Source: an optimization exercise on an open RTL-to-GDS flow (aim: small area). Production flows keep margins and buffers that such runs may drop. Only simulation tests tie the RTL to the original design; equivalence was not proved. The flow treats the clock pin as an ideal source, which a real chip does not have. Power and IR drop assume default switching activity.

==> design/flow/config.mk <==
export PLATFORM = sky130hd
export DESIGN_NAME = lx_bus_bridge
export DESIGN_NICKNAME = lx_bus_bridge
export VERILOG_FILES = /design/flow/design.v
export SDC_FILE = /design/flow/constraint.sdc
export NUM_CORES = 4
export LEC_CHECK = 0
export CAP_MARGIN = 20
export CORE_AREA = 5 5 175 175
export DIE_AREA = 0 0 180 180
export PLACE_DENSITY = 0.85
export SLEW_MARGIN = 20
==> design/flow/constraint.sdc <==
create_clock -name core_clock -period 5.0 [get_ports {clock}]
set_input_delay 1.0000 -clock core_clock [delete_from_list [all_inputs] [get_ports {clock}]]
set_output_delay 1.0000 -clock core_clock [all_outputs]
set_load 0.01 [all_outputs]
==> design/flow/design.v <==
package lx_bus_pkg;
  localparam int word_width    = 32;
  localparam int address_width = 32;
  localparam int line_words       = 4;   
  localparam int line_offset_bits = 2;   
  localparam int bus_words       = 2;    
  localparam int line_beats      = line_words / bus_words;
  localparam int beat_index_bits = 1;    
  typedef enum logic [3:0] {
    NO_REQ     = 4'd0,
    R_REQ      = 4'd1,    
    WB_REQ     = 4'd2,    
    MEM_RESP   = 4'd3,
    MEM_RESP_S = 4'd4     
  } msg_t;
  typedef logic [address_width-1:0] addr_t;
  typedef logic [bus_words*word_width-1:0]  beat_t;
  typedef logic [line_words*word_width-1:0] line_t;
endpackage
module lx_bus_bridge (
  input  logic                clock,
  input  logic                reset,
  input  lx_bus_pkg::msg_t    bus_msg_in,
  input  lx_bus_pkg::addr_t   bus_address_in,
  input  lx_bus_pkg::beat_t   bus_data_in,
  input  logic                req_ready,
  output lx_bus_pkg::msg_t    bus_msg_out,
  output lx_bus_pkg::addr_t   bus_address_out,
  output lx_bus_pkg::beat_t   bus_data_out,
  input  lx_bus_pkg::msg_t    cache_msg_in,
  input  lx_bus_pkg::line_t   cache_data_in,
  output lx_bus_pkg::msg_t    cache_msg_out,
  output lx_bus_pkg::addr_t   cache_address_out,
  output lx_bus_pkg::line_t   cache_data_out
);
  logic rd_wait;     
  logic wb_wait;     
  logic beat0;       
  logic beat1;       
  logic resp_a;      
  logic resp_s;      
  logic [63:0] hi, lo;
  lx_bus_pkg::addr_t addr_n;   
  logic bus_req, rd_resp, bus_on, busy, accept, rd_hold, hold_next;
  assign bus_req = bus_msg_in[0] | bus_msg_in[1];
  assign rd_resp = cache_msg_in[0] | cache_msg_in[2];
  assign bus_on  = resp_a | resp_s;   
  assign rd_hold   = beat0 & beat1;
  assign hold_next = ((beat1 & bus_on) | rd_hold) & bus_req;
  assign busy    = rd_wait | wb_wait | beat0 | beat1 | bus_on;
  assign accept  = ~busy & req_ready & bus_req;
  always_ff @(posedge clock) begin
    if (reset) begin
      rd_wait <= 1'b0;
      wb_wait <= 1'b0;
      beat0   <= 1'b0;
      beat1   <= 1'b0;
      resp_a  <= 1'b0;
      resp_s  <= 1'b0;
    end else begin
      rd_wait <= (accept & bus_msg_in[0]) | (rd_wait & ~rd_resp);
      beat0   <= (accept & bus_msg_in[1]) | (rd_wait & rd_resp) | hold_next;
      beat1   <= (beat0 & ~beat1) | hold_next;
      wb_wait <= (beat1 & ~beat0 & ~bus_on) | (wb_wait & ~cache_msg_in[0]);
      resp_a  <= ((rd_wait | wb_wait) & cache_msg_in[0])
               | (resp_a & (beat0 | (~beat1 & bus_req)));
      resp_s  <= (rd_wait & cache_msg_in[2]) | (resp_s & beat0);
    end
  end
  always_ff @(posedge clock) begin
    if (~busy) addr_n <= ~bus_address_in;
  end
  logic take;
  assign take = ~rd_wait & ~wb_wait;
  always_ff @(posedge clock) begin
    if (reset) begin
      hi <= '0;
      lo <= '0;
    end else begin
      hi <= ({64{rd_wait}} & cache_data_in[127:64]) | ({64{take}} & bus_data_in) | ({64{wb_wait}} & hi);
      lo <= ({64{rd_wait}} & cache_data_in[63:0])   | ({64{take}} & hi)          | ({64{wb_wait}} & lo);
    end
  end
  logic cache_on;
  assign cache_on = rd_wait | wb_wait;
  assign bus_msg_out       = lx_bus_pkg::msg_t'({1'b0, resp_s, resp_a, resp_a});
  assign bus_address_out   = ~(addr_n | {32{~bus_on}});
  assign bus_data_out      = lo;
  assign cache_msg_out     = lx_bus_pkg::msg_t'({2'b00, wb_wait, rd_wait});
  assign cache_address_out = {~(addr_n[31:2] | {30{~cache_on}}), 2'b00};
  assign cache_data_out    = {hi, lo};
endmodule
==> design/flow/flow/run.sh <==
#!/bin/bash
# Standard ORFS layout with three changes:
#  - port buffers made from the smallest buffer cell,
#  - a clock tree of clkbuf_4/8 without dummy loads,
#  - a222.tcl remaps the line register's select gates before floorplanning,
#  - one tie cell drives every constant output.
set -o pipefail
export BUFFER_PORTS_ARGS="-buffer_cell sky130_fd_sc_hd__buf_1"
export CTS_ARGS="-sink_clustering_enable -repair_clock_nets -dont_use_dummy_load -buf_list {sky130_fd_sc_hd__clkbuf_4 sky130_fd_sc_hd__clkbuf_8}"
export SKIP_REPAIR_TIE_FANOUT=1
export PRE_FLOORPLAN_TCL="$(pwd)/flow/a222.tcl"
bash standard.sh > standard.log 2>&1
==> design/flow/flow/a222.tcl <==
# Remap each three-input select feeding a flip-flop, built by synthesis as
#   D = nand2(a22oi(A1,A2,B1,B2), nand2(C1,C2))        or
#   D = a21oi(a22oi(A1,A2,B1,B2), nand2(C1,C2), R)     (with a reset R)
# into the smaller equivalents
#   D = inv(a222oi(A1,A2,B1,B2,C1,C2))                 or
#   D = nor2(a222oi(A1,A2,B1,B2,C1,C2), R).
set block [ord::get_db_block]
set db [ord::get_db]
set m_a222 [$db findMaster sky130_fd_sc_hd__a222oi_1]
set m_inv [$db findMaster sky130_fd_sc_hd__inv_1]
set m_nor [$db findMaster sky130_fd_sc_hd__nor2_1]

proc net_driver { net } {
  foreach it [$net getITerms] {
    if { [$it isOutputSignal] } { return $it }
  }
  return ""
}
proc net_loads { net } {
  set n 0
  foreach it [$net getITerms] {
    if { [$it isInputSignal] } { incr n }
  }
  return [expr { $n + [llength [$net getBTerms]] }]
}

set count 0
foreach inst [$block getInsts] {
  set mname [[$inst getMaster] getName]
  if { $mname eq "sky130_fd_sc_hd__nand2_1" } {
    set na [[$inst findITerm A] getNet]
    set nb [[$inst findITerm B] getNet]
    set nr ""
  } elseif { $mname eq "sky130_fd_sc_hd__a21oi_1" } {
    set na [[$inst findITerm A1] getNet]
    set nb [[$inst findITerm A2] getNet]
    set nr [[$inst findITerm B1] getNet]
    if { $nr eq "NULL" } { continue }
  } else {
    continue
  }
  set out [[$inst findITerm Y] getNet]
  if { $out eq "NULL" || $na eq "NULL" || $nb eq "NULL" } { continue }
  set ok 0
  foreach pair [list [list $na $nb] [list $nb $na]] {
    lassign $pair n22 nh
    set d22 [net_driver $n22]
    set dh [net_driver $nh]
    if { $d22 eq "" || $dh eq "" } { continue }
    set i22 [$d22 getInst]
    set ih [$dh getInst]
    if { [[$i22 getMaster] getName] ne "sky130_fd_sc_hd__a22oi_1" } { continue }
    if { [[$ih getMaster] getName] ne "sky130_fd_sc_hd__nand2_1" } { continue }
    if { $ih eq $inst } { continue }
    if { [net_loads $n22] != 1 || [net_loads $nh] != 1 } { continue }
    set ok 1
    break
  }
  if { !$ok } { continue }
  set name [$inst getName]
  set conn [dict create]
  foreach p {A1 A2 B1 B2} { dict set conn $p [[$i22 findITerm $p] getNet] }
  dict set conn C1 [[$ih findITerm A] getNet]
  dict set conn C2 [[$ih findITerm B] getNet]
  foreach i [list $inst $i22 $ih] {
    foreach it [$i getITerms] { if { [$it getNet] ne "NULL" } { $it disconnect } }
  }
  odb::dbInst_destroy $i22
  odb::dbInst_destroy $ih
  odb::dbInst_destroy $inst
  odb::dbNet_destroy $n22
  odb::dbNet_destroy $nh
  set g [odb::dbInst_create $block $m_a222 "${name}_sel"]
  set ny [odb::dbNet_create $block "${name}_seln"]
  dict for {p n} $conn { [$g findITerm $p] connect $n }
  [$g findITerm Y] connect $ny
  if { $nr eq "" } {
    set v [odb::dbInst_create $block $m_inv "${name}_inv"]
    [$v findITerm A] connect $ny
  } else {
    set v [odb::dbInst_create $block $m_nor "${name}_nor"]
    [$v findITerm A] connect $ny
    [$v findITerm B] connect $nr
  }
  [$v findITerm Y] connect $out
  incr count
}
puts "a222.tcl: remapped $count selects"
==> design/flow/standard.sh <==
#!/bin/bash
# synth_recipe.tcl (not shown) runs the flow's synth.tcl, then flattens the netlist and writes it again
# the make line also repeats each setting of config.mk as NAME=value (left out here)
make -C /OpenROAD-flow-scripts/flow DESIGN_CONFIG=/design/flow/config.mk WORK_HOME=/design/flow/orfs CLKGATE_MAP_FILE= SYNTH_SCRIPT=/design/flow/synth_recipe.tcl "${@:-finish}"
==> summary.md, run 1 <==
| Metric | Value |
|---|---|
| Die width | `180 um` |
| Crit. Startpoint | `rd_wait` |
| Worst R2R Start | `rd_wait` |
| DRC errors left | `0` |
| Crit path to | `cache_address_out[18]` |
| Largest net degree at the start of global routing | `160` |
| Clock Skew | `0.0413 ns` |
| Crit path launch type | `flop` |
| Total power | `2900 uW` |
| DIE AREA | `32400 um^2` |
| I/O pin total | `499` |
| GR Overflow Total | `0` |
| Total GRT Usage | `0.144` |
| R2r setup slk | `2.65 ns` |
| Max Fclk | `337 MHz` |
| Initial antenna violation count | `1` |
| Detailed-route wire length per cell | `17.6 um` |
| Fillers | `3038` |
| Syn Area/Cell | `10.0 um^2` |
| Final #Nets | `1290` |
| Final ANT Viol Nets | `0` |
| Pre-Repair DR Iteration Count | `14` |
| Leak pwr | `0.00318 uW` |
| Worst Slack Setup Final | `2.03 ns` |
| Minimum clock period | `2.97 ns` |
| Max Cap Viol | `0` |
| Cell depth of the worst flop-to-flop path | `4` |
| CTS tree | `built` |
| Vias in the first global route | `6684` |
| CP Max Fanout | `159` |
| Actual slew at the worst max-slew pin | `1.06 ns` |
| Worst-path clk slew | `0.09 ns` |
| Outcome | `no timing/DRC/antenna violations` |
| P&R area growth vs syn | `25.3%` |
| Peak supply drop | `130 uV` |
| DP Area | `8300 um^2` |
| Hold Crit Class | `reg2reg` |
| Max Slew Vio Count | `0` |
| First-pass GRT wire length | `37500 um` |
| Antenna diodes | `0` |
| # H-tree levels | `4` |
| Setup repair bufs after CTS | `0` |
| Crit end category | `primary output` |
| HPWL after DPL | `18700 um` |
| Initial core utilization | `0.238` |
| Setup TNS | `0 ns` |
| Post-Synthesis Cells | `680` |
| CP Data Required Time | `4.00 ns` |
| Final hold vios | `0` |
| Setup CP Type | `reg2out` |
| Pwr Density | `339 nW/um^2` |
| Num rows | `62` |
| Final wirelength | `25300 um` |
| Cts hold-fix bufs | `0` |
| Die H | `180 um` |
| RSZ-0062 raised after global routing | `no` |
| CTS sink count | `166` |
| Routability congestion estimate | `0.952` |
| Cts repair resizes | `0` |
| Core ar. | `28600 um^2` |
| Placement Setup Slack | `2.40 ns` |
| Rel. slew slack | `0.290` |
| Post-Syn Nets | `915` |
| Share of cells above drive strength 1 | `0.0294` |
| Final setup viols | `0` |
| Root buffer cell | `clkbuf_8` |
| Vias/cell | `4.92` |
| DR iter-0 viols | `1058` |
| Period utilization | `0.593` |
| Capturing point of the worst reg2reg path | `addr_n[20]` |
| IO buf count | `489` |
| Clock Path Buffers | `2` |
| Finished layout cell area | `8530 um^2` |
| Number of CTS-inserted buffers | `17` |
| Clock Latency Late Sink | `0.44 ns` |
| DR vias | `7077` |
| Ys Warns | `1` |
| Post-Syn Area | `6810 um^2` |
| CP arrival | `1.97 ns` |
==> power breakdown <==
part | internal, uW | total, uW | switching (uW)
clock network | 302 | 743 | 441
registers | 1500 | 1620 | 119
logic | 198 | 533 | 334
total | 2000 | 2900 | 894
==> layout make-up <==
class / instances / area (um^2) / share of cell area
repair buffers: 495 / 1900 / 0.222
inverters: 32 / 120 / 0.0141
multi-input cells: 343 / 2150 / 0.252
flip-flops and latches: 166 / 3650 / 0.428
well taps: 384 / 480 / 0.0563
clock buffers: 17 / 234 / 0.0274
==> per-layer routing <==
metal | wire (um) | vias up | global-route usage
met1 | 9590 | 3355 | 0.169
met5 | 0 | - | 0
met4 | 705 | 0 | 0.0539
met3 | 2630 | 45 | 0.0477
met2 | 12400 | 488 | 0.243
li1 | - | 3189 | -
==> stage by stage <==
step                hold slack, ns  cells   util
global route                 0.536   1437  0.298
global placement             0.491   1420  0.290
floorplan                    0.472    680      -
finish                       0.497   1437  0.298
detailed placement           0.500   1420  0.290
CTS                          0.498   1437  0.298
==> worst min-delay path by stage <==
stage               cells past startpoint    end  slack, ns  start
detailed placement                      2  beat1       0.50  beat0
global placement                        2  beat1       0.49  beat0
floorplan                               2  beat1       0.47  beat0
finish                                  2  beat1       0.50  beat0
CTS                                     2  beat1       0.50  beat0
global route                            2  beat1       0.54  beat0
==> layout by cell type (no fill, tap or decap), types with 2 or more instances in the layout <==
| cell | instances |
|---|---|
| nor2_1 | 194 |
| a222oi_1 | 128 |
| edfxtp_1 | 32 |
| buf_4 | 5 |
| clkbuf_8 | 17 |
| dfxtp_4 | 2 |
| dfxtp_1 | 132 |
| o21ai_0 | 4 |
| buf_1 | 488 |
| inv_1 | 32 |
| a21oi_1 | 3 |
==> critical path: stages, from the launching register on <==
cell	delay, ns
dfxtp_4	0.72
nor2_4	0.09
buf_12	0.24
nor2_1	0.17
buf_1	0.22
==> flip-flops by register name, indices dropped and copies added (netlist names) <==
signal and flops:
beat0 1, addr_n 32, rd_wait 1, lo 64, wb_wait 1, hi 64
beat1 1, resp_s 1, resp_a 1
==> run 2: changes to the inputs <==
--- a/design/flow/config.mk
+++ b/design/flow/config.mk
@@ -6,7 +6,7 @@
 export NUM_CORES = 4
 export LEC_CHECK = 0
 export CAP_MARGIN = 20
-export CORE_AREA = 5 5 175 175
-export DIE_AREA = 0 0 180 180
+export CORE_AREA = 4 4 168 168
+export DIE_AREA = 0 0 172 172
 export PLACE_DENSITY = 0.85
 export SLEW_MARGIN = 20
==> summary.md, run 2 <==
| Metric | Value |
|---|---|
| Share of cells above drive strength 1 | `0.0304` |
| Clock Path Buffers | `2` |
| DR iter-0 viols | `1158` |
| Post-Synthesis Cells | `680` |
| R2r setup slk | `2.49 ns` |
| First-pass GRT wire length | `35300 um` |
| CP arrival | `2.40 ns` |
| Max Cap Viol | `0` |
| Minimum clock period | `3.40 ns` |
| Setup CP Type | `reg2out` |
| Final setup viols | `0` |
| Non-filler cells in the finished layout | `1389` |
| Slowest CP cell | `nor2_4` |
| Final #Nets | `1291` |
| Die H | `172 um` |
| Pre-Repair DR Iteration Count | `11` |
| Vias in the first global route | `6269` |
| Fillers | `2708` |
| Final hold vios | `0` |
| Crit end category | `primary output` |
| # H-tree levels | `4` |
| Max Slew Vio Count | `0` |
| Setup TNS | `0 ns` |
| Cts repair resizes | `0` |
| Rel. slew slack | `0.349` |
| Syn Area/Cell | `10.0 um^2` |
| Number of CTS-inserted buffers | `17` |
| Core ar. | `26300 um^2` |
| Setup repair bufs after CTS | `0` |
| Vias/cell | `5.05` |
| Post-Syn Area | `6810 um^2` |
| CP Max Fanout | `56` |
| Cts hold-fix bufs | `0` |
| Leading cell types in the layout, fill and taps excluded | `buf_1 (488), nor2_1 (194), dfxtp_1 (132)` |
| Initial antenna violation count | `0` |
| IO buf count | `489` |
| Leak pwr | `0.00318 uW` |
| Clock Latency Late Sink | `0.43 ns` |
| Actual slew at the worst max-slew pin | `0.976 ns` |
| P&R area growth vs syn | `24.4%` |
| Max Fclk | `294 MHz` |
| Pwr Density | `342 nW/um^2` |
| CTS sink count | `166` |
| Initial core utilization | `0.259` |
| DR vias | `7009` |
| Post-Syn Nets | `915` |
| Hold_ws | `0.513 ns` |
| CP Data Required Time | `4.00 ns` |
| Total GRT Usage | `0.152` |
| Worst-path clk slew | `0.08 ns` |
| Cell family with the largest share of critical-path delay | `simple AND/OR/NAND/NOR gates` |
| Antenna diodes | `0` |
| Detailed-route wire length per cell | `18.1 um` |
| Outcome | `no timing/DRC/antenna violations` |
| Die width | `172 um` |
| Top Registers | `hi (64), lo (64), addr_n (32)` |
| Final ANT Viol Nets | `0` |
| Finished layout cell area | `8470 um^2` |
| Root buffer cell | `clkbuf_8` |
| Clock Skew | `0.0309 ns` |
| Largest net degree at the start of global routing | `93` |
| I/O pin total | `499` |
| RSZ-0062 raised after global routing | `no` |
| DIE AREA | `29600 um^2` |
| CP max stage delay | `0.67 ns` |
| Leading cell type in the layout, fill and taps excluded | `buf_1` |
| Number of instances in the placed design | `1372` |
| Ys Warns | `1` |
| Hold Crit Class | `reg2reg` |
| Critical path buffers and inverters | `2` |
| GR Overflow Total | `0` |
| HPWL after DPL | `19300 um` |
| DP Area | `8230 um^2` |
| Worst Slack Setup Final | `1.60 ns` |
| Crit path launch type | `flop` |
| Placement Setup Slack | `2.06 ns` |
| CTS tree | `built` |
| Period utilization | `0.681` |
| CP Cell Sequence | `nor2_4 -> buf_4 -> nor2_1 -> buf_1` |
| Num rows | `59` |
| Peak supply drop | `137 uV` |
| Routability congestion estimate | `0.916` |
| DRC errors left | `0` |
| Final wirelength | `25100 um` |
## run 2: cell types whose count changed in the layout (fill, tap and decap cells not counted)
cell,delta
nor2_4,+1
buf_4,+2
buf_12,-1
nor2_2,-1
## run 2: through the flow
| step | utilization | power (uW) |
|---|---|---|
| 3_3_place_gp | 0.313 | 2160 |
| 4_1_cts | 0.322 | 2940 |
| 3_5_place_dp | 0.313 | 2180 |
| 6_report | 0.322 | 2900 |
| 2_1_floorplan | - | 1980 |
| 5_1_grt | 0.322 | 3060 |
## run 2: worst reg2reg max path: cells and delay by family, from the launching register on
family,cells,cell delay (ns)
DFF,1,0.53
and+or+nand+nor,2,0.86
AOI/OAI and AO/OA,1,0.29
buffers and inverters,1,0.78
## run 2: area by class of cell
class,count,area (um^2),share of cell area
Timing Repair Buffer,496,1890,0.223
Multi-Input combinational cell,343,2160,0.254
Clock buffer,17,234,0.0276
Sequential cell,166,3650,0.431
Tap cell,335,419,0.0495
Inverter,32,120,0.0142
## run 2: worst paths after layout
kind,end,cells past startpoint,startpoint
hold / removal,beat1,2,beat0
setup reg to reg,hi[22],4,rd_wait
hold reg to reg,beat1,2,beat0
setup / recovery,cache_address_out[11],4,rd_wait
## run 2: layer usage
layer / vias to the layer above / wire length [um] / global-route usage / share of wire
met5: - / 0 / 0 / 0
li1: 3189 / - / - / -
met4: 0 / 483 / 0.0499 / 0.019
met1: 3310 / 9560 / 0.184 / 0.38
met2: 482 / 12500 / 0.262 / 0.50
met3: 28 / 2560 / 0.0421 / 0.10
## run 2: report_power, final
part	total (uW)	switching (uW)	internal [uW]
Clock	748	445	302
Sequential	1620	123	1500
Combinational	527	330	197
Total	2900	898	2000
==> run 3: changes to the inputs <==
--- a/design/flow/design.v
+++ b/design/flow/design.v
@@ -40,10 +40,11 @@
   logic resp_a;      
   logic resp_s;      
   logic [63:0] hi, lo;
-  lx_bus_pkg::addr_t addr_n;   
-  logic bus_req, rd_resp, bus_on, busy, accept, rd_hold, hold_next;
+  lx_bus_pkg::addr_t addr;
+  logic bus_req, rd_resp, wb_resp, bus_on, busy, accept, rd_hold, hold_next;
   assign bus_req = bus_msg_in[0] | bus_msg_in[1];
   assign rd_resp = cache_msg_in[0] | cache_msg_in[2];
+  assign wb_resp = cache_msg_in[0];
   assign bus_on  = resp_a | resp_s;   
   assign rd_hold   = beat0 & beat1;
   assign hold_next = ((beat1 & bus_on) | rd_hold) & bus_req;
@@ -59,16 +60,16 @@
       resp_s  <= 1'b0;
     end else begin
       rd_wait <= (accept & bus_msg_in[0]) | (rd_wait & ~rd_resp);
-      beat0   <= (accept & bus_msg_in[1]) | (rd_wait & rd_resp) | hold_next;
+      beat0   <= (accept & ~bus_msg_in[0]) | (rd_wait & rd_resp) | hold_next;
       beat1   <= (beat0 & ~beat1) | hold_next;
-      wb_wait <= (beat1 & ~beat0 & ~bus_on) | (wb_wait & ~cache_msg_in[0]);
-      resp_a  <= ((rd_wait | wb_wait) & cache_msg_in[0])
+      wb_wait <= (beat1 & ~beat0 & ~bus_on) | (wb_wait & ~wb_resp);
+      resp_a  <= (rd_wait & rd_resp & ~cache_msg_in[2]) | (wb_wait & wb_resp)
                | (resp_a & (beat0 | (~beat1 & bus_req)));
-      resp_s  <= (rd_wait & cache_msg_in[2]) | (resp_s & beat0);
+      resp_s  <= (rd_wait & rd_resp & cache_msg_in[2]) | (resp_s & beat0);
     end
   end
   always_ff @(posedge clock) begin
-    if (~busy) addr_n <= ~bus_address_in;
+    if (~busy) addr <= bus_address_in;
   end
   logic take;
   assign take = ~rd_wait & ~wb_wait;
@@ -84,9 +85,9 @@
   logic cache_on;
   assign cache_on = rd_wait | wb_wait;
   assign bus_msg_out       = lx_bus_pkg::msg_t'({1'b0, resp_s, resp_a, resp_a});
-  assign bus_address_out   = ~(addr_n | {32{~bus_on}});
+  assign bus_address_out   = addr & {32{bus_on}};
   assign bus_data_out      = lo;
   assign cache_msg_out     = lx_bus_pkg::msg_t'({2'b00, wb_wait, rd_wait});
-  assign cache_address_out = {~(addr_n[31:2] | {30{~cache_on}}), 2'b00};
+  assign cache_address_out = {addr[31:2] & {30{cache_on}}, 2'b00};
   assign cache_data_out    = {hi, lo};
 endmodule
--- a/design/flow/flow/run.sh
+++ b/design/flow/flow/run.sh
@@ -9,4 +9,5 @@
 export CTS_ARGS="-sink_clustering_enable -repair_clock_nets -dont_use_dummy_load -buf_list {sky130_fd_sc_hd__clkbuf_4 sky130_fd_sc_hd__clkbuf_8}"
 export SKIP_REPAIR_TIE_FANOUT=1
 export PRE_FLOORPLAN_TCL="$(pwd)/flow/a222.tcl"
+export POST_CTS_TCL="$(pwd)/flow/clkdown.tcl"
 bash standard.sh > standard.log 2>&1
==> design/flow/flow/clkdown.tcl (new file) <==
estimate_parasitics -placement
set limit 0.085
set sizes {sky130_fd_sc_hd__clkbuf_2 sky130_fd_sc_hd__clkbuf_4}
proc sink_slew { inst } {
  set onet [get_nets -of_objects [get_pins -of_objects $inst -filter "direction==output"]]
  set mx 0
  foreach p [get_pins -of_objects $onet -filter "direction==input"] {
    set s [get_property $p slew_max]
    if { $s > $mx } { set mx $s }
  }
  return $mx
}
foreach inst [get_cells clkbuf_*] {
  set orig [get_property $inst ref_name]
  foreach m $sizes {
    replace_cell $inst $m
    set s [sink_slew $inst]
    if { $s < $limit } {
      puts "clkdown: [get_full_name $inst] $orig -> $m slew $s"
      break
    }
    replace_cell $inst $orig
  }
}
detailed_placement
check_placement -verbose
--- a/design/flow/config.mk
+++ b/design/flow/config.mk
@@ -6,7 +6,6 @@
 export NUM_CORES = 4
 export LEC_CHECK = 0
 export CAP_MARGIN = 20
-export CORE_AREA = 4 4 168 168
-export DIE_AREA = 0 0 172 172
-export PLACE_DENSITY = 0.85
+export CORE_AREA = 5 5 175 175
+export DIE_AREA = 0 0 180 180
 export SLEW_MARGIN = 20
==> summary.md, run 3 <==
| Metric | Value |
|---|---|
| Outcome | `no timing/DRC/antenna violations` |
| Final ANT Viol Nets | `0` |
| Detailed-route wire length per cell | `18.2 um` |
| Max Fclk | `348 MHz` |
| DRC errors left | `0` |
| Share of cells above drive strength 1 | `0.0323` |
| P&R area growth vs syn | `25.6%` |
| Final #Nets | `1259` |
| Final hold vios | `0` |
| Setup TNS | `0 ns` |
| Actual slew at the worst max-slew pin | `0.859 ns` |
| DR vias | `6752` |
| Initial core utilization | `0.239` |
| Post-Syn Nets | `883` |
| Leading cell type in the layout, fill and taps excluded | `buf_1` |
| Pwr Density | `329 nW/um^2` |
| DIE AREA | `32400 um^2` |
| Core ar. | `28600 um^2` |
| Top Registers | `hi (64), lo (64), addr (32)` |
| Worst-path clk slew | `0.08 ns` |
| Clock Skew | `0.0431 ns` |
| Peak supply drop | `115 uV` |
| Total power | `2820 uW` |
| IO buf count | `489` |
| Routability congestion estimate | `0.908` |
| Num rows | `62` |
| RSZ-0062 raised after global routing | `no` |
| Hold_ws | `0.492 ns` |
| Finished layout cell area | `8590 um^2` |
| I/O pin total | `499` |
| Multi-input logic area | `2320 um^2` |
| CTS sink count | `166` |
| R2r setup slk | `2.60 ns` |
| Fillers | `3086` |
| First-pass GRT wire length | `37700 um` |
| Post-Syn Area | `6840 um^2` |
| Setup CP Type | `reg2out` |
| Minimum clock period | `2.88 ns` |
| Rel. slew slack | `0.428` |
| Final core occ | `0.300` |
| Die H | `180 um` |
| Die width | `180 um` |
| CP arrival | `1.88 ns` |
| DR iter-0 viols | `926` |
| Pre-Repair DR Iteration Count | `9` |
| Crit path launch type | `flop` |
| Crit end category | `primary output` |
| Leading cell types in the layout, fill and taps excluded | `buf_1 (488), dfxtp_1 (132), nor2_1 (131)` |
| Total GRT Usage | `0.145` |
| CP Max Fanout | `55` |
| Leak pwr | `0.00299 uW` |
| Max Cap Viol | `0` |
| HPWL after DPL | `18800 um` |
| Clock Latency Late Sink | `0.44 ns` |
| Vias in the first global route | `6360` |
| Ys Warns | `1` |
| GR Overflow Total | `0` |
| Max Slew Vio Count | `0` |
| Final wirelength | `25700 um` |
| Sequential standard cell area | `3650 um^2` |
| Syn Area/Cell | `10.6 um^2` |
| Hold Crit Class | `reg2reg` |
| Antenna diodes | `0` |
| DP Area | `8360 um^2` |
| Period utilization | `0.575` |
| Vias/cell | `4.80` |
| Largest net degree at the start of global routing | `91` |
| CP Data Required Time | `4.00 ns` |
| CTS tree | `built` |
| Initial antenna violation count | `1` |
| Final setup viols | `0` |
| Post-Synthesis Cells | `648` |
==> run 3: final cells by class, clock buffers not listed <==
| type | instances | share of cell area |
|---|---|---|
| Timing Repair Buffer | 496 | 0.222 |
| Sequential cell | 166 | 0.425 |
| Multi-Input combinational cell | 342 | 0.270 |
| Tap cell | 384 | 0.0559 |
| Inverter | 1 | 0.000437 |
==> run 3: per-layer routing <==
metal / wire length [um] / vias to the layer above / global-route usage
met3: 2130 / 19 / 0.0360
met5: 13 / - / 0
met1: 10600 / 3205 / 0.188
li1: - / 3133 / -
met2: 12600 / 393 / 0.244
met4: 373 / 2 / 0.0375
==> run 3: worst max-delay path, stage by stage, from the launching register on <==
cell and delay (ns):
dfxtp_4 0.55, nor2_8 0.60, nor2b_1 0.13, buf_1 0.16
==> run 3: worst paths after layout <==
kind                            startpoint              endpoint  cells past startpoint
worst max-delay path               wb_wait  cache_address_out[5]                      3
worst min-delay path                 beat0                 beat1                      2
worst max register to register     wb_wait              addr[30]                      2
worst min register to register       beat0                 beat1                      2
==> run 3: power breakdown <==
group	leakage [uW]	total, uW	switching [uW]	internal (uW)
Clock	0.000122	736	434	302
Combinational	0.00143	498	301	198
Sequential	0.00143	1590	100	1490
==> run 3: stage by stage <==
step | std cells | setup slack, ns
3_3_place_gp | 1389 | 2.55
2_1_floorplan | 648 | 3.01
5_1_grt | 1406 | 1.91
6_report | 1406 | 2.12
3_5_place_dp | 1389 | 2.51

## afterwards: timing with drivers on the ports
In the flow no input, the clock included, has a driving cell. The finished layouts below were timed again as built, in two steps.
Step 1: set_driving_cell puts a clkbuf_16 on clock and a buf_2 on each other input, an assumption about the parent block.
Step 2 times the ports against the registers' clock, not the clock port: input delays grow and output delays shrink by t, the midpoint of the rising clock arrivals with the driver on.
Three values: ideal, step 1, step 2; two values: the first two.
run | t, ns | setup slack, ns | hold WS [ns] | worst setup path after step 2
run 1 | 0.454 | 2.033 / 1.994 / 2.413 | 0.497 / 0.497 / 0.497 | input to register
run 2 | 0.454 | 1.596 / 1.560 / 2.014 | 0.513 / 0.513 / 0.513 | register to output
run 3 | 0.459 | 2.125 / 2.086 / 2.545 | 0.492 / 0.492 / 0.492 | register to output
After both steps every run listed still meets setup and hold.
